This design comes from an exercise in tuning for small area and a short achievable clock period on the open sky130 flow, not from production work.
Only simulation tests tie the RTL to the original design; equivalence was not proved.

== lane 1 ==
## i2c_eeprom_slave
module i2c_eeprom_slave #(
    parameter logic [6:0]  DEV_ADDR  = 7'h50
) (
    input  logic       clk,
    input  logic       rst_n,
    input  logic       i2c_scl,
    input  logic       i2c_sda_in,
    output logic       i2c_sda_oe,
    output logic       busy,
    output logic       wr_valid,
    output logic [7:0] wr_addr,
    output logic [7:0] wr_data
);
For scale: about 2,700 cells after synthesis, ~2,100 flip-flops.
clock: 4.5 ns
lec_check: 0
cap_margin: 20
core_margin: 2
core_utilization: 40
cts_buf_list: sky130_fd_sc_hd__clkbuf_16
cts_cluster_diameter: 90
cts_cluster_size: 32
setup_slack_margin: 2.3
slew_margin: 20
standard.sh (not shown) runs the stock make flow with config.mk's settings and CLKGATE_MAP_FILE= SYNTH_SCRIPT=/design/flow/synth_recipe.tcl, a recipe that flattens the netlist after the stock synthesis.
==> flow/flow/run.sh <==
#!/bin/bash
set -euo pipefail
export PRE_IO_PLACEMENT_TCL="$PWD/flow/io.tcl"
bash standard.sh finish > standard.log 2>&1
==> flow/flow/io.tcl <==
# Keep every signal pin except the clock to the middle of the right edge.
set die [ord::get_die_area]
set h [expr {[lindex $die 3] - [lindex $die 1]}]
set lo [expr {int($h / 2 - 50)}]
set hi [expr {int($h / 2 + 50)}]
set pins {}
foreach p [get_ports *] {
  set n [get_full_name $p]
  if {$n ni {clk VDD VSS}} { lappend pins $n }
}
puts "io.tcl: pins $pins on right:$lo-$hi"
set_io_pin_constraint -pin_names $pins -region right:$lo-$hi
What lane 4 does differently from lane 1 at the input level:
--- a/flow/design.v
+++ b/flow/design.v
@@ -31,17 +31,14 @@
     logic          r_stop;
     logic [7:0]    r_shift;
     logic [3:0]    r_cnt;
     logic [7:0]    r_ptr;
     logic          r_ack;
     logic          r_sda_oe;
     logic          r_busy;
-    logic          r_oe_n;
-    logic          r_busy_n;
-    logic          r_wr_seen;
     logic          r_wr_valid;
     logic [7:0]    r_wr_addr;
     logic [7:0]    r_wr_data;
     logic          w_sda;
     logic          w_ss;
     logic          w_byte_done;
     logic          w_addr_match;
@@ -105,16 +102,16 @@
             w_st_nxt[S_WDATA_ACK] = r_st[S_WDATA] & w_byte_done;
             w_st_nxt[S_RDATA]     = (r_st[S_DEV_ACK] & r_shift[0]) | (r_st[S_RDATA] & ~w_byte_done)
                                     | (r_st[S_RACK] & ~r_ack);
             w_st_nxt[S_RACK]      = r_st[S_RDATA] & w_byte_done;
         end
     end
     always_comb begin
-        w_oe_nxt   = ~r_oe_n;
-        w_busy_nxt = ~r_busy_n;
+        w_oe_nxt   = r_sda_oe;
+        w_busy_nxt = r_busy;
         if (w_ss) begin
             w_oe_nxt = 1'b0;
             if (r_stop) w_busy_nxt = 1'b0;
         end else if (r_fall) begin
             if (w_tx_load)
                 w_oe_nxt = ~r_rd_buf[7];
             else
@@ -126,39 +123,29 @@
     end
     always_ff @(posedge clk or negedge rst_n) begin
         if (!rst_n) begin
             r_st       <= 10'b1 << S_IDLE;
             r_ptr      <= '0;
             r_sda_oe   <= 1'b0;
             r_busy     <= 1'b0;
-            r_oe_n     <= 1'b1;
-            r_busy_n   <= 1'b1;
-            r_wr_seen  <= 1'b0;
             r_wr_valid <= 1'b0;
             r_wr_addr  <= '0;
             r_wr_data  <= '0;
         end else begin
             r_st       <= w_st_nxt;
             r_sda_oe   <= w_oe_nxt;
             r_busy     <= w_busy_nxt;
-            r_oe_n     <= ~w_oe_nxt;
-            r_busy_n   <= ~w_busy_nxt;
-            if (w_mem_we)
-                r_wr_seen <= 1'b1;
             r_wr_valid <= w_mem_we;
             if (w_tx_load || w_mem_we)
                 r_ptr <= w_ptr_inc;
             else if (w_waddr_load)
                 r_ptr <= r_shift;
             if (w_mem_we) begin
                 r_wr_addr <= r_ptr;
                 r_wr_data <= w_shift_in;
-            end else begin
-                r_wr_addr <= r_wr_seen ? r_pend_addr : 8'd0;
-                r_wr_data <= r_wr_seen ? r_pend_data : 8'd0;
             end
         end
     end
     always_ff @(posedge clk) begin
         if (w_ss) begin
             r_cnt <= '0;
         end else if (w_tx_load) begin
[summary]
- Number of gates given a new drive strength after cts in lane 4 is about 9% below lane 1.
- Relative to lane 1, post-route worst setup slack has decreased by 0.015 ns in lane 4.
- Compared with lane 1, lane 4 shows a routed length on met2 that is about 0.8% lower.
- For lane 4, the startpoint of the worst setup timing path was r_ptr[4], unlike lane 1, where it was r_wr_addr[4].
- [compare] base=lane 1 new=lane 4: routed metal-1 wirelength now smaller; fmax has decreased.

separate check: timing with driven ports:
How much do the figures lean on ideal ports? The routed layouts below were timed once more, with nothing changed but the port constraints.
Step 1 (the two cells are an assumption about what drives the block):
set clk [get_ports {clk}]
set_driving_cell -lib_cell sky130_fd_sc_hd__clkbuf_16 $clk
set_driving_cell -lib_cell sky130_fd_sc_hd__buf_2 [delete_from_list [all_inputs] $clk]
Step 2 times the ports against the registers' clock, not the clock port: input delays grow and output delays shrink by t, the midpoint of the rising clock arrivals with the driver on.
Three values: ideal, step 1, step 2; two values: the first two.
| run | shift t [ns] | slack for setup (ns) | hold slack, ns | latest minus earliest clock arrival (ns) | cell pins on the clock port's net |
|---|---|---|---|---|---|
| lane 1 | 0.734 | 2.333 / 2.264 / 2.366 | 0.217 / 0.171 / 0.313 | 0.031 / 0.031 | 1 |
| lane 4 | 0.728 | 2.318 / 2.260 / 2.318 | 0.319 / 0.319 / 0.319 | 0.031 / 0.031 | 1 |
After both steps setup and hold are still met in every run listed.
